Context: an optimization exercise on an open-source flow, tuned for small area and a short achievable clock period. The choices shown serve that exercise and are no tape-out recipe.
Only simulation tests tie the RTL to the original design; equivalence was not proved.

==> flow/flow/run.sh <==
#!/bin/bash
# The standard layout (standard synthesis included), with the port
# buffers made from the smallest plain buffer, the clock tree built from
# clkbuf_8 and clkbuf_16 without dummy loads, and timing repair aiming for
# a 71 ns setup slack at the design's clock period.
set -euo pipefail
bash standard.sh \
  BUFFER_PORTS_ARGS="-buffer_cell sky130_fd_sc_hd__buf_1" \
  CTS_ARGS="-sink_clustering_enable -repair_clock_nets -buf_list {sky130_fd_sc_hd__clkbuf_8 sky130_fd_sc_hd__clkbuf_16} -dont_use_dummy_load" \
  SETUP_SLACK_MARGIN=71 \
  finish > standard.log 2>&1
==> flow/config.mk <==
export PLATFORM = sky130hd
export DESIGN_NAME = mul_div_unit
export DESIGN_NICKNAME = mul_div_unit
export VERILOG_FILES = /design/flow/design.v
export SDC_FILE = /design/flow/constraint.sdc
export NUM_CORES = 4
export LEC_CHECK = 0
export ABC_AREA = 1
export CAP_MARGIN = 20
export CORE_MARGIN = 2
export CORE_UTILIZATION = 65
export SLEW_MARGIN = 20
==> flow/constraint.sdc <==
create_clock -name core_clock -period 90.0 [get_ports {clk}]
set_input_delay 18.0000 -clock core_clock [delete_from_list [all_inputs] [get_ports {clk}]]
set_output_delay 18.0000 -clock core_clock [all_outputs]
set_load 0.01 [all_outputs]
==> flow/standard.sh <==
#!/bin/bash
# synth_recipe.tcl (not shown) runs the flow's synth.tcl, then flattens the netlist and writes it again
# the make line also repeats each setting of config.mk as NAME=value (left out here)
make -C /OpenROAD-flow-scripts/flow DESIGN_CONFIG=/design/flow/config.mk WORK_HOME=/design/flow/orfs CLKGATE_MAP_FILE= SYNTH_SCRIPT=/design/flow/synth_recipe.tcl "${@:-finish}"
==> flow/design.v <==
module mul_div_unit #(
    parameter int WIDTH   = 32,
    parameter int MUL_LAT = 5,
    parameter int DIV_LAT = 10
) (
    input  logic             clk,
    input  logic             reset,
    input  logic             start,
    input  logic [2:0]       op,
    input  logic [WIDTH-1:0] a,
    input  logic [WIDTH-1:0] b,
    input  logic             flush,
    output logic             busy,
    output logic             done,
    output logic [WIDTH-1:0] hi,
    output logic [WIDTH-1:0] lo
);
    logic [31:0] x;
    logic [33:0] ph;
    logic [31:0] pl;
    logic        f_div, d_neg, neg_a;     
    logic [3:0]  cnt;
    logic        run;             
    logic        m_last, d_first, d_last;    
    assign m_last  = (cnt == 4'd4);
    assign d_first = (cnt == 4'd0);
    assign d_last  = (cnt == 4'd9);
    logic [34:0] xs;              
    assign xs    = {{3{d_neg}}, x};
    logic [34:0] ain [0:4];
    logic [34:0] pp  [0:3];
    logic [34:0] sum [0:3];
    logic [3:0]  qb, rneg;
    logic [3:0]  c_one, c_two, c_neg;
    assign ain[0] = {ph[33], ph};
    for (genvar k = 0; k < 4; k++) begin : g_row
        if (k == 0) begin : g_n0
            assign rneg[k] = c_neg[k];
        end else begin : g_nk
            assign rneg[k] = c_neg[k] ^ (f_div & ~qb[k-1]);
        end
        assign pp[k] = (({35{c_one[k]}} & xs) | ({35{c_two[k]}} & {xs[33:0], 1'b0}))
                     ^ {35{rneg[k]}};
        logic co_unused;
        if (k < 0) begin : g_fast
            add35_ks u_add (.a(ain[k]), .b(pp[k]), .ci(rneg[k]), .s(sum[k]), .co(co_unused));
        end else begin : g_small
            add35_bk u_add (.a(ain[k]), .b(pp[k]), .ci(rneg[k]), .s(sum[k]), .co(co_unused));
        end
        assign qb[k]    = ~sum[k][34];
        assign ain[k+1] = f_div ? {sum[k][33:0], pl[30-k]}
                                : {{2{sum[k][34]}}, sum[k][34:2]};
    end
    function automatic logic [2:0] booth(input logic [2:0] t);    
        booth[2] = t[1] ^ t[0];
        booth[1] = (t[2] & ~t[1] & ~t[0]) | (~t[2] & t[1] & t[0]);
        booth[0] = t[2];
    endfunction
    logic [8:0]  nb;              
    logic        n_div, n_dneg;
    always_comb begin
        if (!run) begin
            nb     = {a[7:0], 1'b0};
            n_div  = op[1];
            n_dneg = ~op[0] & b[31];
        end else begin
            nb     = (cnt == 4'd3) ? {6'd0, neg_a, neg_a, pl[7]} : pl[15:7];
            n_div  = f_div;
            n_dneg = d_neg;
        end
    end
    always_ff @(posedge clk) begin
        for (int k = 0; k < 4; k++) begin
            logic [2:0] bc;
            if (!n_div)
                bc = booth(nb[2*k +: 3]);
            else if (k == 0 && run && cnt == 4'd8)
                bc = {1'b0, ~qb[3], n_dneg};            
            else if (k == 0 && run && !d_first)
                bc = {2'b10, n_dneg ^ qb[3]};           
            else
                bc = {2'b10, ~n_dneg};                  
            c_one[k] <= bc[2];
            c_two[k] <= bc[1];
            c_neg[k] <= bc[0];
        end
    end
    function automatic logic [31:0] cneg(input logic [31:0] v, input logic en);
        logic [31:0] below;
        below[0] = 1'b0;
        for (int i = 1; i < 32; i++) below[i] = below[i-1] | v[i-1];
        cneg = v ^ ({32{en}} & below);
    endfunction
    logic [31:0] pl_neg;
    logic        neg_q, bz;
    assign pl_neg = cneg(pl, d_first ? neg_a : (f_div & neg_q));
    assign neg_q  = (neg_a ^ d_neg) & ~bz;
    assign bz     = (x == 32'd0);
    logic last;
    assign last = f_div ? d_last : m_last;
    always_ff @(posedge clk) begin
        if (!run) begin
            x       <= b;
            ph      <= '0;
            pl      <= a;
            f_div   <= op[1];
            d_neg   <= ~op[0] & b[31];
            neg_a   <= ~op[0] & a[31];
            cnt     <= '0;
        end else begin
            cnt     <= cnt + 4'd1;
            if (!f_div) begin
                ph <= ain[4][33:0];
                pl <= {sum[3][1:0], sum[2][1:0], sum[1][1:0], sum[0][1:0], pl[31:8]};
            end else if (d_first) begin
                ph <= {33'd0, pl_neg[31]};
                pl <= pl_neg;
            end else begin
                ph <= ain[4][33:0];
                pl <= {pl[27:0], qb[0], qb[1], qb[2], qb[3]};
            end
        end
    end
    always_ff @(posedge clk or posedge reset) begin
        if (reset) begin
            run  <= 1'b0;
        end else if (!run) begin
            run  <= start & ~flush & ~op[2];
        end else begin
            run  <= ~flush & ~last;
        end
    end
    always_ff @(posedge clk or posedge reset) begin
        if (reset) begin
            busy <= 1'b0;
            done <= 1'b0;
            hi   <= '0;
            lo   <= '0;
        end else begin
            done <= 1'b0;
            if (!run) begin
                if (start && !flush) begin
                    if (!op[2]) busy <= 1'b1;
                    else if (op[1:0] == 2'b00) hi <= a;
                    else if (op[1:0] == 2'b01) lo <= a;
                end
            end else if (flush) begin
                busy <= 1'b0;
            end else if (last) begin
                busy <= 1'b0;
                done <= 1'b1;
                hi <= f_div ? cneg(sum[0][32:1], neg_a) : sum[0][31:0];
                lo <= pl_neg;
            end
        end
    end
endmodule
module add35_ks (input logic [34:0] a, input logic [34:0] b, input logic ci,
    output logic [34:0] s, output logic co);
    logic [34:0] p, g;
    assign p = a ^ b;
    assign g = a & b;
    logic G_0_0;
    assign G_0_0 = ci;
    logic G_1_1, P_1_1;
    assign G_1_1 = g[0];
    assign P_1_1 = p[0];
    logic G_2_2, P_2_2;
    assign G_2_2 = g[1];
    assign P_2_2 = p[1];
    logic G_3_3, P_3_3;
    assign G_3_3 = g[2];
    assign P_3_3 = p[2];
    logic G_4_4, P_4_4;
    assign G_4_4 = g[3];
    assign P_4_4 = p[3];
    logic G_5_5, P_5_5;
    assign G_5_5 = g[4];
    assign P_5_5 = p[4];
    logic G_6_6, P_6_6;
    assign G_6_6 = g[5];
    assign P_6_6 = p[5];
    logic G_7_7, P_7_7;
    assign G_7_7 = g[6];
    assign P_7_7 = p[6];
    logic G_8_8, P_8_8;
    assign G_8_8 = g[7];
    assign P_8_8 = p[7];
    logic G_9_9, P_9_9;
    assign G_9_9 = g[8];
    assign P_9_9 = p[8];
    logic G_10_10, P_10_10;
    assign G_10_10 = g[9];
    assign P_10_10 = p[9];
    logic G_11_11, P_11_11;
    assign G_11_11 = g[10];
    assign P_11_11 = p[10];
    logic G_12_12, P_12_12;
    assign G_12_12 = g[11];
    assign P_12_12 = p[11];
    logic G_13_13, P_13_13;
    assign G_13_13 = g[12];
    assign P_13_13 = p[12];
    logic G_14_14, P_14_14;
    assign G_14_14 = g[13];
    assign P_14_14 = p[13];
    logic G_15_15, P_15_15;
    assign G_15_15 = g[14];
    assign P_15_15 = p[14];
    logic G_16_16, P_16_16;
    assign G_16_16 = g[15];
    assign P_16_16 = p[15];
    logic G_17_17, P_17_17;
    assign G_17_17 = g[16];
    assign P_17_17 = p[16];
    logic G_18_18, P_18_18;
    assign G_18_18 = g[17];
    assign P_18_18 = p[17];
    logic G_19_19, P_19_19;
    assign G_19_19 = g[18];
    assign P_19_19 = p[18];
    logic G_20_20, P_20_20;
    assign G_20_20 = g[19];
    assign P_20_20 = p[19];
    logic G_21_21, P_21_21;
    assign G_21_21 = g[20];
    assign P_21_21 = p[20];
    logic G_22_22, P_22_22;
    assign G_22_22 = g[21];
    assign P_22_22 = p[21];
    logic G_23_23, P_23_23;
    assign G_23_23 = g[22];
    assign P_23_23 = p[22];
    logic G_24_24, P_24_24;
    assign G_24_24 = g[23];
    assign P_24_24 = p[23];
    logic G_25_25, P_25_25;
    assign G_25_25 = g[24];
    assign P_25_25 = p[24];
    logic G_26_26, P_26_26;
    assign G_26_26 = g[25];
    assign P_26_26 = p[25];
    logic G_27_27, P_27_27;
    assign G_27_27 = g[26];
    assign P_27_27 = p[26];
    logic G_28_28, P_28_28;
    assign G_28_28 = g[27];
    assign P_28_28 = p[27];
    logic G_29_29, P_29_29;
    assign G_29_29 = g[28];
    assign P_29_29 = p[28];
    logic G_30_30, P_30_30;
    assign G_30_30 = g[29];
    assign P_30_30 = p[29];
    logic G_31_31, P_31_31;
    assign G_31_31 = g[30];
    assign P_31_31 = p[30];
    logic G_32_32, P_32_32;
    assign G_32_32 = g[31];
    assign P_32_32 = p[31];
    logic G_33_33, P_33_33;
    assign G_33_33 = g[32];
    assign P_33_33 = p[32];
    logic G_34_34, P_34_34;
    assign G_34_34 = g[33];
    assign P_34_34 = p[33];
    logic G_35_35, P_35_35;
    assign G_35_35 = g[34];
    assign P_35_35 = p[34];
    logic G_35_34;
    assign G_35_34 = G_35_35 | (P_35_35 & G_34_34);
    logic P_35_34;
    assign P_35_34 = P_35_35 & P_34_34;
    logic G_34_33;
    assign G_34_33 = G_34_34 | (P_34_34 & G_33_33);
    logic P_34_33;
    assign P_34_33 = P_34_34 & P_33_33;
    logic G_33_32;
    assign G_33_32 = G_33_33 | (P_33_33 & G_32_32);
    logic P_33_32;
    assign P_33_32 = P_33_33 & P_32_32;
    logic G_32_31;
    assign G_32_31 = G_32_32 | (P_32_32 & G_31_31);
    logic P_32_31;
    assign P_32_31 = P_32_32 & P_31_31;
    logic G_31_30;
    assign G_31_30 = G_31_31 | (P_31_31 & G_30_30);
    logic P_31_30;
    assign P_31_30 = P_31_31 & P_30_30;
    logic G_30_29;
    assign G_30_29 = G_30_30 | (P_30_30 & G_29_29);
    logic P_30_29;
    assign P_30_29 = P_30_30 & P_29_29;
    logic G_29_28;
    assign G_29_28 = G_29_29 | (P_29_29 & G_28_28);
    logic P_29_28;
    assign P_29_28 = P_29_29 & P_28_28;
    logic G_28_27;
    assign G_28_27 = G_28_28 | (P_28_28 & G_27_27);
    logic P_28_27;
    assign P_28_27 = P_28_28 & P_27_27;
    logic G_27_26;
    assign G_27_26 = G_27_27 | (P_27_27 & G_26_26);
    logic P_27_26;
    assign P_27_26 = P_27_27 & P_26_26;
    logic G_26_25;
    assign G_26_25 = G_26_26 | (P_26_26 & G_25_25);
    logic P_26_25;
    assign P_26_25 = P_26_26 & P_25_25;
    logic G_25_24;
    assign G_25_24 = G_25_25 | (P_25_25 & G_24_24);
    logic P_25_24;
    assign P_25_24 = P_25_25 & P_24_24;
    logic G_24_23;
    assign G_24_23 = G_24_24 | (P_24_24 & G_23_23);
    logic P_24_23;
    assign P_24_23 = P_24_24 & P_23_23;
    logic G_23_22;
    assign G_23_22 = G_23_23 | (P_23_23 & G_22_22);
    logic P_23_22;
    assign P_23_22 = P_23_23 & P_22_22;
    logic G_22_21;
    assign G_22_21 = G_22_22 | (P_22_22 & G_21_21);
    logic P_22_21;
    assign P_22_21 = P_22_22 & P_21_21;
    logic G_21_20;
    assign G_21_20 = G_21_21 | (P_21_21 & G_20_20);
    logic P_21_20;
    assign P_21_20 = P_21_21 & P_20_20;
    logic G_20_19;
    assign G_20_19 = G_20_20 | (P_20_20 & G_19_19);
    logic P_20_19;
    assign P_20_19 = P_20_20 & P_19_19;
    logic G_19_18;
    assign G_19_18 = G_19_19 | (P_19_19 & G_18_18);
    logic P_19_18;
    assign P_19_18 = P_19_19 & P_18_18;
    logic G_18_17;
    assign G_18_17 = G_18_18 | (P_18_18 & G_17_17);
    logic P_18_17;
    assign P_18_17 = P_18_18 & P_17_17;
    logic G_17_16;
    assign G_17_16 = G_17_17 | (P_17_17 & G_16_16);
    logic P_17_16;
    assign P_17_16 = P_17_17 & P_16_16;
    logic G_16_15;
    assign G_16_15 = G_16_16 | (P_16_16 & G_15_15);
    logic P_16_15;
    assign P_16_15 = P_16_16 & P_15_15;
    logic G_15_14;
    assign G_15_14 = G_15_15 | (P_15_15 & G_14_14);
    logic P_15_14;
    assign P_15_14 = P_15_15 & P_14_14;
    logic G_14_13;
    assign G_14_13 = G_14_14 | (P_14_14 & G_13_13);
    logic P_14_13;
    assign P_14_13 = P_14_14 & P_13_13;
    logic G_13_12;
    assign G_13_12 = G_13_13 | (P_13_13 & G_12_12);
    logic P_13_12;
    assign P_13_12 = P_13_13 & P_12_12;
    logic G_12_11;
    assign G_12_11 = G_12_12 | (P_12_12 & G_11_11);
    logic P_12_11;
    assign P_12_11 = P_12_12 & P_11_11;
    logic G_11_10;
    assign G_11_10 = G_11_11 | (P_11_11 & G_10_10);
    logic P_11_10;
    assign P_11_10 = P_11_11 & P_10_10;
    logic G_10_9;
    assign G_10_9 = G_10_10 | (P_10_10 & G_9_9);
    logic P_10_9;
    assign P_10_9 = P_10_10 & P_9_9;
    logic G_9_8;
    assign G_9_8 = G_9_9 | (P_9_9 & G_8_8);
    logic P_9_8;
    assign P_9_8 = P_9_9 & P_8_8;
    logic G_8_7;
    assign G_8_7 = G_8_8 | (P_8_8 & G_7_7);
    logic P_8_7;
    assign P_8_7 = P_8_8 & P_7_7;
    logic G_7_6;
    assign G_7_6 = G_7_7 | (P_7_7 & G_6_6);
    logic P_7_6;
    assign P_7_6 = P_7_7 & P_6_6;
    logic G_6_5;
    assign G_6_5 = G_6_6 | (P_6_6 & G_5_5);
    logic P_6_5;
    assign P_6_5 = P_6_6 & P_5_5;
    logic G_5_4;
    assign G_5_4 = G_5_5 | (P_5_5 & G_4_4);
    logic P_5_4;
    assign P_5_4 = P_5_5 & P_4_4;
    logic G_4_3;
    assign G_4_3 = G_4_4 | (P_4_4 & G_3_3);
    logic P_4_3;
    assign P_4_3 = P_4_4 & P_3_3;
    logic G_3_2;
    assign G_3_2 = G_3_3 | (P_3_3 & G_2_2);
    logic P_3_2;
    assign P_3_2 = P_3_3 & P_2_2;
    logic G_2_1;
    assign G_2_1 = G_2_2 | (P_2_2 & G_1_1);
    logic P_2_1;
    assign P_2_1 = P_2_2 & P_1_1;
    logic G_1_0;
    assign G_1_0 = G_1_1 | (P_1_1 & G_0_0);
    logic G_35_32;
    assign G_35_32 = G_35_34 | (P_35_34 & G_33_32);
    logic P_35_32;
    assign P_35_32 = P_35_34 & P_33_32;
    logic G_34_31;
    assign G_34_31 = G_34_33 | (P_34_33 & G_32_31);
    logic P_34_31;
    assign P_34_31 = P_34_33 & P_32_31;
    logic G_33_30;
    assign G_33_30 = G_33_32 | (P_33_32 & G_31_30);
    logic P_33_30;
    assign P_33_30 = P_33_32 & P_31_30;
    logic G_32_29;
    assign G_32_29 = G_32_31 | (P_32_31 & G_30_29);
    logic P_32_29;
    assign P_32_29 = P_32_31 & P_30_29;
    logic G_31_28;
    assign G_31_28 = G_31_30 | (P_31_30 & G_29_28);
    logic P_31_28;
    assign P_31_28 = P_31_30 & P_29_28;
    logic G_30_27;
    assign G_30_27 = G_30_29 | (P_30_29 & G_28_27);
    logic P_30_27;
    assign P_30_27 = P_30_29 & P_28_27;
    logic G_29_26;
    assign G_29_26 = G_29_28 | (P_29_28 & G_27_26);
    logic P_29_26;
    assign P_29_26 = P_29_28 & P_27_26;
    logic G_28_25;
    assign G_28_25 = G_28_27 | (P_28_27 & G_26_25);
    logic P_28_25;
    assign P_28_25 = P_28_27 & P_26_25;
    logic G_27_24;
    assign G_27_24 = G_27_26 | (P_27_26 & G_25_24);
    logic P_27_24;
    assign P_27_24 = P_27_26 & P_25_24;
    logic G_26_23;
    assign G_26_23 = G_26_25 | (P_26_25 & G_24_23);
    logic P_26_23;
    assign P_26_23 = P_26_25 & P_24_23;
    logic G_25_22;
    assign G_25_22 = G_25_24 | (P_25_24 & G_23_22);
    logic P_25_22;
    assign P_25_22 = P_25_24 & P_23_22;
    logic G_24_21;
    assign G_24_21 = G_24_23 | (P_24_23 & G_22_21);
    logic P_24_21;
    assign P_24_21 = P_24_23 & P_22_21;
    logic G_23_20;
    assign G_23_20 = G_23_22 | (P_23_22 & G_21_20);
    logic P_23_20;
    assign P_23_20 = P_23_22 & P_21_20;
    logic G_22_19;
    assign G_22_19 = G_22_21 | (P_22_21 & G_20_19);
    logic P_22_19;
    assign P_22_19 = P_22_21 & P_20_19;
    logic G_21_18;
    assign G_21_18 = G_21_20 | (P_21_20 & G_19_18);
    logic P_21_18;
    assign P_21_18 = P_21_20 & P_19_18;
    logic G_20_17;
    assign G_20_17 = G_20_19 | (P_20_19 & G_18_17);
    logic P_20_17;
    assign P_20_17 = P_20_19 & P_18_17;
    logic G_19_16;
    assign G_19_16 = G_19_18 | (P_19_18 & G_17_16);
    logic P_19_16;
    assign P_19_16 = P_19_18 & P_17_16;
    logic G_18_15;
    assign G_18_15 = G_18_17 | (P_18_17 & G_16_15);
    logic P_18_15;
    assign P_18_15 = P_18_17 & P_16_15;
    logic G_17_14;
    assign G_17_14 = G_17_16 | (P_17_16 & G_15_14);
    logic P_17_14;
    assign P_17_14 = P_17_16 & P_15_14;
    logic G_16_13;
    assign G_16_13 = G_16_15 | (P_16_15 & G_14_13);
    logic P_16_13;
    assign P_16_13 = P_16_15 & P_14_13;
    logic G_15_12;
    assign G_15_12 = G_15_14 | (P_15_14 & G_13_12);
    logic P_15_12;
    assign P_15_12 = P_15_14 & P_13_12;
    logic G_14_11;
    assign G_14_11 = G_14_13 | (P_14_13 & G_12_11);
    logic P_14_11;
    assign P_14_11 = P_14_13 & P_12_11;
    logic G_13_10;
    assign G_13_10 = G_13_12 | (P_13_12 & G_11_10);
    logic P_13_10;
    assign P_13_10 = P_13_12 & P_11_10;
    logic G_12_9;
    assign G_12_9 = G_12_11 | (P_12_11 & G_10_9);
    logic P_12_9;
    assign P_12_9 = P_12_11 & P_10_9;
    logic G_11_8;
    assign G_11_8 = G_11_10 | (P_11_10 & G_9_8);
    logic P_11_8;
    assign P_11_8 = P_11_10 & P_9_8;
    logic G_10_7;
    assign G_10_7 = G_10_9 | (P_10_9 & G_8_7);
    logic P_10_7;
    assign P_10_7 = P_10_9 & P_8_7;
    logic G_9_6;
    assign G_9_6 = G_9_8 | (P_9_8 & G_7_6);
    logic P_9_6;
    assign P_9_6 = P_9_8 & P_7_6;
    logic G_8_5;
    assign G_8_5 = G_8_7 | (P_8_7 & G_6_5);
    logic P_8_5;
    assign P_8_5 = P_8_7 & P_6_5;
    logic G_7_4;
    assign G_7_4 = G_7_6 | (P_7_6 & G_5_4);
    logic P_7_4;
    assign P_7_4 = P_7_6 & P_5_4;
    logic G_6_3;
    assign G_6_3 = G_6_5 | (P_6_5 & G_4_3);
    logic P_6_3;
    assign P_6_3 = P_6_5 & P_4_3;
    logic G_5_2;
    assign G_5_2 = G_5_4 | (P_5_4 & G_3_2);
    logic P_5_2;
    assign P_5_2 = P_5_4 & P_3_2;
    logic G_4_1;
    assign G_4_1 = G_4_3 | (P_4_3 & G_2_1);
    logic P_4_1;
    assign P_4_1 = P_4_3 & P_2_1;
    logic G_3_0;
    assign G_3_0 = G_3_2 | (P_3_2 & G_1_0);
    logic G_2_0;
    assign G_2_0 = G_2_1 | (P_2_1 & G_0_0);
    logic G_35_28;
    assign G_35_28 = G_35_32 | (P_35_32 & G_31_28);
    logic P_35_28;
    assign P_35_28 = P_35_32 & P_31_28;
    logic G_34_27;
    assign G_34_27 = G_34_31 | (P_34_31 & G_30_27);
    logic P_34_27;
    assign P_34_27 = P_34_31 & P_30_27;
    logic G_33_26;
    assign G_33_26 = G_33_30 | (P_33_30 & G_29_26);
    logic P_33_26;
    assign P_33_26 = P_33_30 & P_29_26;
    logic G_32_25;
    assign G_32_25 = G_32_29 | (P_32_29 & G_28_25);
    logic P_32_25;
    assign P_32_25 = P_32_29 & P_28_25;
    logic G_31_24;
    assign G_31_24 = G_31_28 | (P_31_28 & G_27_24);
    logic P_31_24;
    assign P_31_24 = P_31_28 & P_27_24;
    logic G_30_23;
    assign G_30_23 = G_30_27 | (P_30_27 & G_26_23);
    logic P_30_23;
    assign P_30_23 = P_30_27 & P_26_23;
    logic G_29_22;
    assign G_29_22 = G_29_26 | (P_29_26 & G_25_22);
    logic P_29_22;
    assign P_29_22 = P_29_26 & P_25_22;
    logic G_28_21;
    assign G_28_21 = G_28_25 | (P_28_25 & G_24_21);
    logic P_28_21;
    assign P_28_21 = P_28_25 & P_24_21;
    logic G_27_20;
    assign G_27_20 = G_27_24 | (P_27_24 & G_23_20);
    logic P_27_20;
    assign P_27_20 = P_27_24 & P_23_20;
    logic G_26_19;
    assign G_26_19 = G_26_23 | (P_26_23 & G_22_19);
    logic P_26_19;
    assign P_26_19 = P_26_23 & P_22_19;
    logic G_25_18;
    assign G_25_18 = G_25_22 | (P_25_22 & G_21_18);
    logic P_25_18;
    assign P_25_18 = P_25_22 & P_21_18;
    logic G_24_17;
    assign G_24_17 = G_24_21 | (P_24_21 & G_20_17);
    logic P_24_17;
    assign P_24_17 = P_24_21 & P_20_17;
    logic G_23_16;
    assign G_23_16 = G_23_20 | (P_23_20 & G_19_16);
    logic P_23_16;
    assign P_23_16 = P_23_20 & P_19_16;
    logic G_22_15;
    assign G_22_15 = G_22_19 | (P_22_19 & G_18_15);
    logic P_22_15;
    assign P_22_15 = P_22_19 & P_18_15;
    logic G_21_14;
    assign G_21_14 = G_21_18 | (P_21_18 & G_17_14);
    logic P_21_14;
    assign P_21_14 = P_21_18 & P_17_14;
    logic G_20_13;
    assign G_20_13 = G_20_17 | (P_20_17 & G_16_13);
    logic P_20_13;
    assign P_20_13 = P_20_17 & P_16_13;
    logic G_19_12;
    assign G_19_12 = G_19_16 | (P_19_16 & G_15_12);
    logic P_19_12;
    assign P_19_12 = P_19_16 & P_15_12;
    logic G_18_11;
    assign G_18_11 = G_18_15 | (P_18_15 & G_14_11);
    logic P_18_11;
    assign P_18_11 = P_18_15 & P_14_11;
    logic G_17_10;
    assign G_17_10 = G_17_14 | (P_17_14 & G_13_10);
    logic P_17_10;
    assign P_17_10 = P_17_14 & P_13_10;
    logic G_16_9;
    assign G_16_9 = G_16_13 | (P_16_13 & G_12_9);
    logic P_16_9;
    assign P_16_9 = P_16_13 & P_12_9;
    logic G_15_8;
    assign G_15_8 = G_15_12 | (P_15_12 & G_11_8);
    logic P_15_8;
    assign P_15_8 = P_15_12 & P_11_8;
    logic G_14_7;
    assign G_14_7 = G_14_11 | (P_14_11 & G_10_7);
    logic P_14_7;
    assign P_14_7 = P_14_11 & P_10_7;
    logic G_13_6;
    assign G_13_6 = G_13_10 | (P_13_10 & G_9_6);
    logic P_13_6;
    assign P_13_6 = P_13_10 & P_9_6;
    logic G_12_5;
    assign G_12_5 = G_12_9 | (P_12_9 & G_8_5);
    logic P_12_5;
    assign P_12_5 = P_12_9 & P_8_5;
    logic G_11_4;
    assign G_11_4 = G_11_8 | (P_11_8 & G_7_4);
    logic P_11_4;
    assign P_11_4 = P_11_8 & P_7_4;
    logic G_10_3;
    assign G_10_3 = G_10_7 | (P_10_7 & G_6_3);
    logic P_10_3;
    assign P_10_3 = P_10_7 & P_6_3;
    logic G_9_2;
    assign G_9_2 = G_9_6 | (P_9_6 & G_5_2);
    logic P_9_2;
    assign P_9_2 = P_9_6 & P_5_2;
    logic G_8_1;
    assign G_8_1 = G_8_5 | (P_8_5 & G_4_1);
    logic P_8_1;
    assign P_8_1 = P_8_5 & P_4_1;
    logic G_7_0;
    assign G_7_0 = G_7_4 | (P_7_4 & G_3_0);
    logic G_6_0;
    assign G_6_0 = G_6_3 | (P_6_3 & G_2_0);
    logic G_5_0;
    assign G_5_0 = G_5_2 | (P_5_2 & G_1_0);
    logic G_4_0;
    assign G_4_0 = G_4_1 | (P_4_1 & G_0_0);
    logic G_35_20;
    assign G_35_20 = G_35_28 | (P_35_28 & G_27_20);
    logic P_35_20;
    assign P_35_20 = P_35_28 & P_27_20;
    logic G_34_19;
    assign G_34_19 = G_34_27 | (P_34_27 & G_26_19);
    logic P_34_19;
    assign P_34_19 = P_34_27 & P_26_19;
    logic G_33_18;
    assign G_33_18 = G_33_26 | (P_33_26 & G_25_18);
    logic P_33_18;
    assign P_33_18 = P_33_26 & P_25_18;
    logic G_32_17;
    assign G_32_17 = G_32_25 | (P_32_25 & G_24_17);
    logic P_32_17;
    assign P_32_17 = P_32_25 & P_24_17;
    logic G_31_16;
    assign G_31_16 = G_31_24 | (P_31_24 & G_23_16);
    logic P_31_16;
    assign P_31_16 = P_31_24 & P_23_16;
    logic G_30_15;
    assign G_30_15 = G_30_23 | (P_30_23 & G_22_15);
    logic P_30_15;
    assign P_30_15 = P_30_23 & P_22_15;
    logic G_29_14;
    assign G_29_14 = G_29_22 | (P_29_22 & G_21_14);
    logic P_29_14;
    assign P_29_14 = P_29_22 & P_21_14;
    logic G_28_13;
    assign G_28_13 = G_28_21 | (P_28_21 & G_20_13);
    logic P_28_13;
    assign P_28_13 = P_28_21 & P_20_13;
    logic G_27_12;
    assign G_27_12 = G_27_20 | (P_27_20 & G_19_12);
    logic P_27_12;
    assign P_27_12 = P_27_20 & P_19_12;
    logic G_26_11;
    assign G_26_11 = G_26_19 | (P_26_19 & G_18_11);
    logic P_26_11;
    assign P_26_11 = P_26_19 & P_18_11;
    logic G_25_10;
    assign G_25_10 = G_25_18 | (P_25_18 & G_17_10);
    logic P_25_10;
    assign P_25_10 = P_25_18 & P_17_10;
    logic G_24_9;
    assign G_24_9 = G_24_17 | (P_24_17 & G_16_9);
    logic P_24_9;
    assign P_24_9 = P_24_17 & P_16_9;
    logic G_23_8;
    assign G_23_8 = G_23_16 | (P_23_16 & G_15_8);
    logic P_23_8;
    assign P_23_8 = P_23_16 & P_15_8;
    logic G_22_7;
    assign G_22_7 = G_22_15 | (P_22_15 & G_14_7);
    logic P_22_7;
    assign P_22_7 = P_22_15 & P_14_7;
    logic G_21_6;
    assign G_21_6 = G_21_14 | (P_21_14 & G_13_6);
    logic P_21_6;
    assign P_21_6 = P_21_14 & P_13_6;
    logic G_20_5;
    assign G_20_5 = G_20_13 | (P_20_13 & G_12_5);
    logic P_20_5;
    assign P_20_5 = P_20_13 & P_12_5;
    logic G_19_4;
    assign G_19_4 = G_19_12 | (P_19_12 & G_11_4);
    logic P_19_4;
    assign P_19_4 = P_19_12 & P_11_4;
    logic G_18_3;
    assign G_18_3 = G_18_11 | (P_18_11 & G_10_3);
    logic P_18_3;
    assign P_18_3 = P_18_11 & P_10_3;
    logic G_17_2;
    assign G_17_2 = G_17_10 | (P_17_10 & G_9_2);
    logic P_17_2;
    assign P_17_2 = P_17_10 & P_9_2;
    logic G_16_1;
    assign G_16_1 = G_16_9 | (P_16_9 & G_8_1);
    logic P_16_1;
    assign P_16_1 = P_16_9 & P_8_1;
    logic G_15_0;
    assign G_15_0 = G_15_8 | (P_15_8 & G_7_0);
    logic G_14_0;
    assign G_14_0 = G_14_7 | (P_14_7 & G_6_0);
    logic G_13_0;
    assign G_13_0 = G_13_6 | (P_13_6 & G_5_0);
    logic G_12_0;
    assign G_12_0 = G_12_5 | (P_12_5 & G_4_0);
    logic G_11_0;
    assign G_11_0 = G_11_4 | (P_11_4 & G_3_0);
    logic G_10_0;
    assign G_10_0 = G_10_3 | (P_10_3 & G_2_0);
    logic G_9_0;
    assign G_9_0 = G_9_2 | (P_9_2 & G_1_0);
    logic G_8_0;
    assign G_8_0 = G_8_1 | (P_8_1 & G_0_0);
    logic G_35_4;
    assign G_35_4 = G_35_20 | (P_35_20 & G_19_4);
    logic P_35_4;
    assign P_35_4 = P_35_20 & P_19_4;
    logic G_34_3;
    assign G_34_3 = G_34_19 | (P_34_19 & G_18_3);
    logic P_34_3;
    assign P_34_3 = P_34_19 & P_18_3;
    logic G_33_2;
    assign G_33_2 = G_33_18 | (P_33_18 & G_17_2);
    logic P_33_2;
    assign P_33_2 = P_33_18 & P_17_2;
    logic G_32_1;
    assign G_32_1 = G_32_17 | (P_32_17 & G_16_1);
    logic P_32_1;
    assign P_32_1 = P_32_17 & P_16_1;
    logic G_31_0;
    assign G_31_0 = G_31_16 | (P_31_16 & G_15_0);
    logic G_30_0;
    assign G_30_0 = G_30_15 | (P_30_15 & G_14_0);
    logic G_29_0;
    assign G_29_0 = G_29_14 | (P_29_14 & G_13_0);
    logic G_28_0;
    assign G_28_0 = G_28_13 | (P_28_13 & G_12_0);
    logic G_27_0;
    assign G_27_0 = G_27_12 | (P_27_12 & G_11_0);
    logic G_26_0;
    assign G_26_0 = G_26_11 | (P_26_11 & G_10_0);
    logic G_25_0;
    assign G_25_0 = G_25_10 | (P_25_10 & G_9_0);
    logic G_24_0;
    assign G_24_0 = G_24_9 | (P_24_9 & G_8_0);
    logic G_23_0;
    assign G_23_0 = G_23_8 | (P_23_8 & G_7_0);
    logic G_22_0;
    assign G_22_0 = G_22_7 | (P_22_7 & G_6_0);
    logic G_21_0;
    assign G_21_0 = G_21_6 | (P_21_6 & G_5_0);
    logic G_20_0;
    assign G_20_0 = G_20_5 | (P_20_5 & G_4_0);
    logic G_19_0;
    assign G_19_0 = G_19_4 | (P_19_4 & G_3_0);
    logic G_18_0;
    assign G_18_0 = G_18_3 | (P_18_3 & G_2_0);
    logic G_17_0;
    assign G_17_0 = G_17_2 | (P_17_2 & G_1_0);
    logic G_16_0;
    assign G_16_0 = G_16_1 | (P_16_1 & G_0_0);
    logic G_35_0;
    assign G_35_0 = G_35_4 | (P_35_4 & G_3_0);
    logic G_34_0;
    assign G_34_0 = G_34_3 | (P_34_3 & G_2_0);
    logic G_33_0;
    assign G_33_0 = G_33_2 | (P_33_2 & G_1_0);
    logic G_32_0;
    assign G_32_0 = G_32_1 | (P_32_1 & G_0_0);
    assign s[0] = p[0] ^ G_0_0;
    assign s[1] = p[1] ^ G_1_0;
    assign s[2] = p[2] ^ G_2_0;
    assign s[3] = p[3] ^ G_3_0;
    assign s[4] = p[4] ^ G_4_0;
    assign s[5] = p[5] ^ G_5_0;
    assign s[6] = p[6] ^ G_6_0;
    assign s[7] = p[7] ^ G_7_0;
    assign s[8] = p[8] ^ G_8_0;
    assign s[9] = p[9] ^ G_9_0;
    assign s[10] = p[10] ^ G_10_0;
    assign s[11] = p[11] ^ G_11_0;
    assign s[12] = p[12] ^ G_12_0;
    assign s[13] = p[13] ^ G_13_0;
    assign s[14] = p[14] ^ G_14_0;
    assign s[15] = p[15] ^ G_15_0;
    assign s[16] = p[16] ^ G_16_0;
    assign s[17] = p[17] ^ G_17_0;
    assign s[18] = p[18] ^ G_18_0;
    assign s[19] = p[19] ^ G_19_0;
    assign s[20] = p[20] ^ G_20_0;
    assign s[21] = p[21] ^ G_21_0;
    assign s[22] = p[22] ^ G_22_0;
    assign s[23] = p[23] ^ G_23_0;
    assign s[24] = p[24] ^ G_24_0;
    assign s[25] = p[25] ^ G_25_0;
    assign s[26] = p[26] ^ G_26_0;
    assign s[27] = p[27] ^ G_27_0;
    assign s[28] = p[28] ^ G_28_0;
    assign s[29] = p[29] ^ G_29_0;
    assign s[30] = p[30] ^ G_30_0;
    assign s[31] = p[31] ^ G_31_0;
    assign s[32] = p[32] ^ G_32_0;
    assign s[33] = p[33] ^ G_33_0;
    assign s[34] = p[34] ^ G_34_0;
    assign co = G_35_0;
endmodule
module add35_bk (input logic [34:0] a, input logic [34:0] b, input logic ci,
    output logic [34:0] s, output logic co);
    logic [34:0] p, g;
    assign p = a ^ b;
    assign g = a & b;
    logic G_0_0;
    assign G_0_0 = ci;
    logic G_1_1, P_1_1;
    assign G_1_1 = g[0];
    assign P_1_1 = p[0];
    logic G_2_2, P_2_2;
    assign G_2_2 = g[1];
    assign P_2_2 = p[1];
    logic G_3_3, P_3_3;
    assign G_3_3 = g[2];
    assign P_3_3 = p[2];
    logic G_4_4, P_4_4;
    assign G_4_4 = g[3];
    assign P_4_4 = p[3];
    logic G_5_5, P_5_5;
    assign G_5_5 = g[4];
    assign P_5_5 = p[4];
    logic G_6_6, P_6_6;
    assign G_6_6 = g[5];
    assign P_6_6 = p[5];
    logic G_7_7, P_7_7;
    assign G_7_7 = g[6];
    assign P_7_7 = p[6];
    logic G_8_8, P_8_8;
    assign G_8_8 = g[7];
    assign P_8_8 = p[7];
    logic G_9_9, P_9_9;
    assign G_9_9 = g[8];
    assign P_9_9 = p[8];
    logic G_10_10, P_10_10;
    assign G_10_10 = g[9];
    assign P_10_10 = p[9];
    logic G_11_11, P_11_11;
    assign G_11_11 = g[10];
    assign P_11_11 = p[10];
    logic G_12_12, P_12_12;
    assign G_12_12 = g[11];
    assign P_12_12 = p[11];
    logic G_13_13, P_13_13;
    assign G_13_13 = g[12];
    assign P_13_13 = p[12];
    logic G_14_14, P_14_14;
    assign G_14_14 = g[13];
    assign P_14_14 = p[13];
    logic G_15_15, P_15_15;
    assign G_15_15 = g[14];
    assign P_15_15 = p[14];
    logic G_16_16, P_16_16;
    assign G_16_16 = g[15];
    assign P_16_16 = p[15];
    logic G_17_17, P_17_17;
    assign G_17_17 = g[16];
    assign P_17_17 = p[16];
    logic G_18_18, P_18_18;
    assign G_18_18 = g[17];
    assign P_18_18 = p[17];
    logic G_19_19, P_19_19;
    assign G_19_19 = g[18];
    assign P_19_19 = p[18];
    logic G_20_20, P_20_20;
    assign G_20_20 = g[19];
    assign P_20_20 = p[19];
    logic G_21_21, P_21_21;
    assign G_21_21 = g[20];
    assign P_21_21 = p[20];
    logic G_22_22, P_22_22;
    assign G_22_22 = g[21];
    assign P_22_22 = p[21];
    logic G_23_23, P_23_23;
    assign G_23_23 = g[22];
    assign P_23_23 = p[22];
    logic G_24_24, P_24_24;
    assign G_24_24 = g[23];
    assign P_24_24 = p[23];
    logic G_25_25, P_25_25;
    assign G_25_25 = g[24];
    assign P_25_25 = p[24];
    logic G_26_26, P_26_26;
    assign G_26_26 = g[25];
    assign P_26_26 = p[25];
    logic G_27_27, P_27_27;
    assign G_27_27 = g[26];
    assign P_27_27 = p[26];
    logic G_28_28, P_28_28;
    assign G_28_28 = g[27];
    assign P_28_28 = p[27];
    logic G_29_29, P_29_29;
    assign G_29_29 = g[28];
    assign P_29_29 = p[28];
    logic G_30_30, P_30_30;
    assign G_30_30 = g[29];
    assign P_30_30 = p[29];
    logic G_31_31, P_31_31;
    assign G_31_31 = g[30];
    assign P_31_31 = p[30];
    logic G_32_32, P_32_32;
    assign G_32_32 = g[31];
    assign P_32_32 = p[31];
    logic G_33_33, P_33_33;
    assign G_33_33 = g[32];
    assign P_33_33 = p[32];
    logic G_34_34, P_34_34;
    assign G_34_34 = g[33];
    assign P_34_34 = p[33];
    logic G_35_35, P_35_35;
    assign G_35_35 = g[34];
    assign P_35_35 = p[34];
    logic G_1_0;
    assign G_1_0 = G_1_1 | (P_1_1 & G_0_0);
    logic G_3_2;
    assign G_3_2 = G_3_3 | (P_3_3 & G_2_2);
    logic P_3_2;
    assign P_3_2 = P_3_3 & P_2_2;
    logic G_5_4;
    assign G_5_4 = G_5_5 | (P_5_5 & G_4_4);
    logic P_5_4;
    assign P_5_4 = P_5_5 & P_4_4;
    logic G_7_6;
    assign G_7_6 = G_7_7 | (P_7_7 & G_6_6);
    logic P_7_6;
    assign P_7_6 = P_7_7 & P_6_6;
    logic G_9_8;
    assign G_9_8 = G_9_9 | (P_9_9 & G_8_8);
    logic P_9_8;
    assign P_9_8 = P_9_9 & P_8_8;
    logic G_11_10;
    assign G_11_10 = G_11_11 | (P_11_11 & G_10_10);
    logic P_11_10;
    assign P_11_10 = P_11_11 & P_10_10;
    logic G_13_12;
    assign G_13_12 = G_13_13 | (P_13_13 & G_12_12);
    logic P_13_12;
    assign P_13_12 = P_13_13 & P_12_12;
    logic G_15_14;
    assign G_15_14 = G_15_15 | (P_15_15 & G_14_14);
    logic P_15_14;
    assign P_15_14 = P_15_15 & P_14_14;
    logic G_17_16;
    assign G_17_16 = G_17_17 | (P_17_17 & G_16_16);
    logic P_17_16;
    assign P_17_16 = P_17_17 & P_16_16;
    logic G_19_18;
    assign G_19_18 = G_19_19 | (P_19_19 & G_18_18);
    logic P_19_18;
    assign P_19_18 = P_19_19 & P_18_18;
    logic G_21_20;
    assign G_21_20 = G_21_21 | (P_21_21 & G_20_20);
    logic P_21_20;
    assign P_21_20 = P_21_21 & P_20_20;
    logic G_23_22;
    assign G_23_22 = G_23_23 | (P_23_23 & G_22_22);
    logic P_23_22;
    assign P_23_22 = P_23_23 & P_22_22;
    logic G_25_24;
    assign G_25_24 = G_25_25 | (P_25_25 & G_24_24);
    logic P_25_24;
    assign P_25_24 = P_25_25 & P_24_24;
    logic G_27_26;
    assign G_27_26 = G_27_27 | (P_27_27 & G_26_26);
    logic P_27_26;
    assign P_27_26 = P_27_27 & P_26_26;
    logic G_29_28;
    assign G_29_28 = G_29_29 | (P_29_29 & G_28_28);
    logic P_29_28;
    assign P_29_28 = P_29_29 & P_28_28;
    logic G_31_30;
    assign G_31_30 = G_31_31 | (P_31_31 & G_30_30);
    logic P_31_30;
    assign P_31_30 = P_31_31 & P_30_30;
    logic G_33_32;
    assign G_33_32 = G_33_33 | (P_33_33 & G_32_32);
    logic P_33_32;
    assign P_33_32 = P_33_33 & P_32_32;
    logic G_35_34;
    assign G_35_34 = G_35_35 | (P_35_35 & G_34_34);
    logic P_35_34;
    assign P_35_34 = P_35_35 & P_34_34;
    logic G_3_0;
    assign G_3_0 = G_3_2 | (P_3_2 & G_1_0);
    logic G_7_4;
    assign G_7_4 = G_7_6 | (P_7_6 & G_5_4);
    logic P_7_4;
    assign P_7_4 = P_7_6 & P_5_4;
    logic G_11_8;
    assign G_11_8 = G_11_10 | (P_11_10 & G_9_8);
    logic P_11_8;
    assign P_11_8 = P_11_10 & P_9_8;
    logic G_15_12;
    assign G_15_12 = G_15_14 | (P_15_14 & G_13_12);
    logic P_15_12;
    assign P_15_12 = P_15_14 & P_13_12;
    logic G_19_16;
    assign G_19_16 = G_19_18 | (P_19_18 & G_17_16);
    logic P_19_16;
    assign P_19_16 = P_19_18 & P_17_16;
    logic G_23_20;
    assign G_23_20 = G_23_22 | (P_23_22 & G_21_20);
    logic P_23_20;
    assign P_23_20 = P_23_22 & P_21_20;
    logic G_27_24;
    assign G_27_24 = G_27_26 | (P_27_26 & G_25_24);
    logic P_27_24;
    assign P_27_24 = P_27_26 & P_25_24;
    logic G_31_28;
    assign G_31_28 = G_31_30 | (P_31_30 & G_29_28);
    logic P_31_28;
    assign P_31_28 = P_31_30 & P_29_28;
    logic G_35_32;
    assign G_35_32 = G_35_34 | (P_35_34 & G_33_32);
    logic P_35_32;
    assign P_35_32 = P_35_34 & P_33_32;
    logic G_7_0;
    assign G_7_0 = G_7_4 | (P_7_4 & G_3_0);
    logic G_15_8;
    assign G_15_8 = G_15_12 | (P_15_12 & G_11_8);
    logic P_15_8;
    assign P_15_8 = P_15_12 & P_11_8;
    logic G_23_16;
    assign G_23_16 = G_23_20 | (P_23_20 & G_19_16);
    logic P_23_16;
    assign P_23_16 = P_23_20 & P_19_16;
    logic G_31_24;
    assign G_31_24 = G_31_28 | (P_31_28 & G_27_24);
    logic P_31_24;
    assign P_31_24 = P_31_28 & P_27_24;
    logic G_15_0;
    assign G_15_0 = G_15_8 | (P_15_8 & G_7_0);
    logic G_31_16;
    assign G_31_16 = G_31_24 | (P_31_24 & G_23_16);
    logic P_31_16;
    assign P_31_16 = P_31_24 & P_23_16;
    logic G_31_0;
    assign G_31_0 = G_31_16 | (P_31_16 & G_15_0);
    logic G_23_0;
    assign G_23_0 = G_23_16 | (P_23_16 & G_15_0);
    logic G_11_0;
    assign G_11_0 = G_11_8 | (P_11_8 & G_7_0);
    logic G_19_0;
    assign G_19_0 = G_19_16 | (P_19_16 & G_15_0);
    logic G_27_0;
    assign G_27_0 = G_27_24 | (P_27_24 & G_23_0);
    logic G_35_0;
    assign G_35_0 = G_35_32 | (P_35_32 & G_31_0);
    logic G_5_0;
    assign G_5_0 = G_5_4 | (P_5_4 & G_3_0);
    logic G_9_0;
    assign G_9_0 = G_9_8 | (P_9_8 & G_7_0);
    logic G_13_0;
    assign G_13_0 = G_13_12 | (P_13_12 & G_11_0);
    logic G_17_0;
    assign G_17_0 = G_17_16 | (P_17_16 & G_15_0);
    logic G_21_0;
    assign G_21_0 = G_21_20 | (P_21_20 & G_19_0);
    logic G_25_0;
    assign G_25_0 = G_25_24 | (P_25_24 & G_23_0);
    logic G_29_0;
    assign G_29_0 = G_29_28 | (P_29_28 & G_27_0);
    logic G_33_0;
    assign G_33_0 = G_33_32 | (P_33_32 & G_31_0);
    logic G_2_0;
    assign G_2_0 = G_2_2 | (P_2_2 & G_1_0);
    logic G_4_0;
    assign G_4_0 = G_4_4 | (P_4_4 & G_3_0);
    logic G_6_0;
    assign G_6_0 = G_6_6 | (P_6_6 & G_5_0);
    logic G_8_0;
    assign G_8_0 = G_8_8 | (P_8_8 & G_7_0);
    logic G_10_0;
    assign G_10_0 = G_10_10 | (P_10_10 & G_9_0);
    logic G_12_0;
    assign G_12_0 = G_12_12 | (P_12_12 & G_11_0);
    logic G_14_0;
    assign G_14_0 = G_14_14 | (P_14_14 & G_13_0);
    logic G_16_0;
    assign G_16_0 = G_16_16 | (P_16_16 & G_15_0);
    logic G_18_0;
    assign G_18_0 = G_18_18 | (P_18_18 & G_17_0);
    logic G_20_0;
    assign G_20_0 = G_20_20 | (P_20_20 & G_19_0);
    logic G_22_0;
    assign G_22_0 = G_22_22 | (P_22_22 & G_21_0);
    logic G_24_0;
    assign G_24_0 = G_24_24 | (P_24_24 & G_23_0);
    logic G_26_0;
    assign G_26_0 = G_26_26 | (P_26_26 & G_25_0);
    logic G_28_0;
    assign G_28_0 = G_28_28 | (P_28_28 & G_27_0);
    logic G_30_0;
    assign G_30_0 = G_30_30 | (P_30_30 & G_29_0);
    logic G_32_0;
    assign G_32_0 = G_32_32 | (P_32_32 & G_31_0);
    logic G_34_0;
    assign G_34_0 = G_34_34 | (P_34_34 & G_33_0);
    assign s[0] = p[0] ^ G_0_0;
    assign s[1] = p[1] ^ G_1_0;
    assign s[2] = p[2] ^ G_2_0;
    assign s[3] = p[3] ^ G_3_0;
    assign s[4] = p[4] ^ G_4_0;
    assign s[5] = p[5] ^ G_5_0;
    assign s[6] = p[6] ^ G_6_0;
    assign s[7] = p[7] ^ G_7_0;
    assign s[8] = p[8] ^ G_8_0;
    assign s[9] = p[9] ^ G_9_0;
    assign s[10] = p[10] ^ G_10_0;
    assign s[11] = p[11] ^ G_11_0;
    assign s[12] = p[12] ^ G_12_0;
    assign s[13] = p[13] ^ G_13_0;
    assign s[14] = p[14] ^ G_14_0;
    assign s[15] = p[15] ^ G_15_0;
    assign s[16] = p[16] ^ G_16_0;
    assign s[17] = p[17] ^ G_17_0;
    assign s[18] = p[18] ^ G_18_0;
    assign s[19] = p[19] ^ G_19_0;
    assign s[20] = p[20] ^ G_20_0;
    assign s[21] = p[21] ^ G_21_0;
    assign s[22] = p[22] ^ G_22_0;
    assign s[23] = p[23] ^ G_23_0;
    assign s[24] = p[24] ^ G_24_0;
    assign s[25] = p[25] ^ G_25_0;
    assign s[26] = p[26] ^ G_26_0;
    assign s[27] = p[27] ^ G_27_0;
    assign s[28] = p[28] ^ G_28_0;
    assign s[29] = p[29] ^ G_29_0;
    assign s[30] = p[30] ^ G_30_0;
    assign s[31] = p[31] ^ G_31_0;
    assign s[32] = p[32] ^ G_32_0;
    assign s[33] = p[33] ^ G_33_0;
    assign s[34] = p[34] ^ G_34_0;
    assign co = G_35_0;
endmodule
==> impl_metrics.py <==
metrics = {
    "status": {
        "outcome": "timing/DRC/antenna clean",
    },
    "setup_path": {
        "crit_path_max_incr_delay_ps": 440,
        "cp_cell_sequence": "buf_6",
        "cp.required_ps": 72000,
        "cp_slowest_cell": "dfrtp_1",
        "r2r_setup_slack_ps": 72090,
        "path_delay_family": "flip-flops",
        "cp_data_arrival_time_ps": 1040,
        "path_buf_inv": 1,
        "rr_endpoint": "c_neg[0]",
        "criticalPathCategory": "reg2out",
        "startpoint_type": "flip-flop",
        "end_kind": "output pin",
        "cp_max_fo": 2,
        "rr_startpoint": "c_one[0]",
        "r2r_cells": 83,
    },
    "detailed_routing": {
        "wl_met1_mm": 23.81,
        "via_count": 17550,
        "drt-total-wl_mm": 57.47,
        "wl_met3_mm": 5.214,
        "wire_per_inst_um": 20.69,
        "firstDrtPassIters": 5,
        "route.detailed.drc": 0,
        "ant_nets": 0,
        "drtIter0Drc": 1923,
        "wl_met2_mm": 26.24,
        "vias_per_cell": 6.316,
        "top_layer": "met4",
    },
    "hold_path": {
        "holdPathStages": 2,
        "hold_class": "reg2reg",
        "hold_end": "pl[10]",
        "hold_path.startpoint": "pl[6]",
    },
    "floorplanning": {
        "core_area_um2": 26800,
        "io_pins": 137,
        "die_w_um": 168.8,
        "start_util_pct": 65.90,
        "rows": 60,
        "dieArea_um2": 28510,
        "fp.dieH_um": 168.8,
    },
    "timing": {
        "setup-tns-final_ps": 0,
        "tightest_slew_ps": 968.5,
        "hold_viol": 0,
        "setup_viol": 0,
        "fin_skew_ps": 42.06,
        "min_period_over_period_pct": 21.15,
        "maxSlewHeadroom_pct": 35.43,
        "post-route-min-period_ps": 19040,
        "fmax_ghz": 0.05253,
        "rsz0062_at_grt": "yes",
        "slew_violations": 0,
    },
    "synthesis": {
        "ys.flop_type": "dfxtp_1",
        "syn-cell-area_um2": 17660,
        "synth_edf_count": 34,
        "yosysUniqueCellTypes": 50,
        "ys_seq_elements": 184,
        "seq_area_frac_synth_pct": 24.68,
        "synth_nets": 2631,
        "async_flop_share_pct": 36.41,
        "syn_inst": 2362,
        "yosysWarningCount": 6,
        "syn_avg_cell_area_um2": 7.478,
    },
    "place": {
        "hpwl_mm": 42.93,
        "port_buffers": 136,
        "globalplace.congestion": 0.9726,
    },
    "clocking": {
        "htreeDepth": 4,
        "cts_hold_repair.buffers": 0,
        "cts_buffers": 17,
        "clk_pin_slew_worst_paths_ps": 100,
        "cts_tree": "done",
        "cts_num_sinks": 184,
        "cts_max_path_buffers": 2,
        "clk_latency_ps": 470,
        "cts_root_buf": "clkbuf_16",
    },
    "layout": {
        "drive_above_1_share_pct": 5.088,
        "area_growth_syn_to_layout_pct": 7.665,
        "diodes": 0,
        "post-route-util_pct": 70.95,
        "fin_nets": 2708,
    },
    "global_routing": {
        "grt_usage_pct": 39.53,
        "overflow": 0,
        "grt_pass1_wl_mm": 87.98,
        "grt_max_degree": 89,
        "grt_pass1_vias": 16410,
        "antenna_found_initial": 0,
    },
    "job": {
        "cap_viol_max_count": 0,
    },
}
cell usage in the layout, fill, tap and decap left out, types with 39 or more instances in the layout:
master,count
a21oi_1,72
a31oi_1,70
buf_1,107
dfrtp_1,66
dfxtp_1,81
fa_1,68
ha_1,130
inv_1,330
nand2_1,403
nand3_1,61
nand4_1,39
nor2_1,133
o21ai_0,148
o22ai_1,157
xnor2_1,42
xor2_1,187
synthesized netlist by cell type (31+ instances only):
master	number	area, µm²
nand2_1	406	1524
inv_1	335	1257
o21ai_0	152	760.7
xor2_1	188	1647
edfxtp_1	34	1021
xnor2_1	42	367.9
clkbuf_1	78	292.8
nand3_1	62	310.3
o22ai_1	157	982.2
nor2_1	136	510.5
ha_1	130	1627
dfrtp_1	67	1677
a31oi_1	70	437.9
dfxtp_1	83	1662
fa_1	68	1361
a21oi_1	72	360.4
nand4_1	39	244.0
o2111ai_1	31	271.5
stage by stage:
| stage | setup slack, ps | instances | area (µm²) | hold WS [ps] |
|---|---|---|---|---|
| floorplan | 70970 | 2362 | 17720 | 437.9 |
| global placement | 70330 | 2750 | 18370 | 454.5 |
| detailed placement | 70250 | 2750 | 18380 | 455.5 |
| CTS | 70970 | 2770 | 18860 | 478.5 |
| global route | 70940 | 2778 | 19020 | 498.8 |
| finish | 70960 | 2778 | 19020 | 482.9 |
repair_timing:
item,CTS,global route
cloned,0,1
buffers inserted,3,7
resized for setup,12,45
setup endpoints to repair,71,121
endpoints found under the hold margin,0,0
pin swaps,0,2
routing by layer:
| metal | global-route usage (%) | vias up |
|---|---|---|
| li1 | - | 8100 |
| met1 | 53.41 | 8303 |
| met2 | 64.02 | 983 |
| met3 | 5.471 | 159 |
| met4 | 16.49 | 0 |
| met5 | 0 | - |
flip-flops by register name, summed over array words and instances (netlist names):
| register | count |
|---|---|
| d_neg | 1 |
| neg_a | 1 |
| f_div | 1 |
| c_two | 4 |
| cnt | 4 |
| run | 1 |
| ph | 34 |
| pl | 32 |
| busy | 1 |
| x | 32 |
| done | 1 |
| c_one | 4 |
| c_neg | 4 |
| lo | 32 |
| hi | 32 |
logic make-up (layout without fill, tap and decap cells):
group / Yosys count / after routing / share of synthesized area [%]
simple gates: 692 / 693 / 16.31
flops: 184 / 184 / 24.68
fa+ha+maj: 198 / 198 / 16.92
mux: 2 / 2 / 0.1134
buf+inv: 474 / 548 / 10.09
compound gates: 579 / 579 / 20.14
xor+xnor: 233 / 233 / 11.75
layout make-up:
cell class | instances | area (µm²)
Fill cell | 2271 | 7785
Clock buffer | 17 | 425.4
Multi-Input combinational cell | 1705 | 11590
Sequential cell | 184 | 4365
Timing Repair Buffer | 168 | 815.8
Tap cell | 341 | 426.7
Inverter | 363 | 1395
worst max-delay path by stage:
stage	from	endpoint	slack (ps)	cells past startpoint
2_1_floorplan	op[1]	hi[1]	70970	8
3_3_place_gp	flush	hi[11]	70330	7
3_5_place_dp	op[1]	lo[4]	70250	7
4_1_cts	hi[28]	hi[28]	70970	1
5_1_grt	op[1]	c_neg[0]	70940	8
6_report	hi[28]	hi[28]	70960	1

[re-timing with driven ports]
The flow's constraints put no driver on any port. The routed layout listed below was extracted and timed again, unchanged, in two steps.
Step 1 (the two cells are an assumption about what drives the block):
set clk [get_ports {clk}]
set_driving_cell -lib_cell sky130_fd_sc_hd__clkbuf_16 $clk
set_driving_cell -lib_cell sky130_fd_sc_hd__buf_2 [delete_from_list [all_inputs] $clk]
Step 2 moves the port delays by t, midway between the first and last clock arrival at a register: inputs arrive t later, outputs are due t later. That takes back most of the time a late clock gives input paths.
Three values: no drivers, after step 1, after step 2; two values: the first two.
shift t [ns]: 0.495
setup slack, ns: 70.961 / 70.908 / 70.598
worst setup path at the end: input to register
latest minus earliest clock arrival (ns): 0.046 / 0.047
cell pins on the clock port's net: 1
After both steps this run still meets setup and hold. The setup slack of this run moves by -0.053 ns with the drivers and by -0.363 ns with both steps.
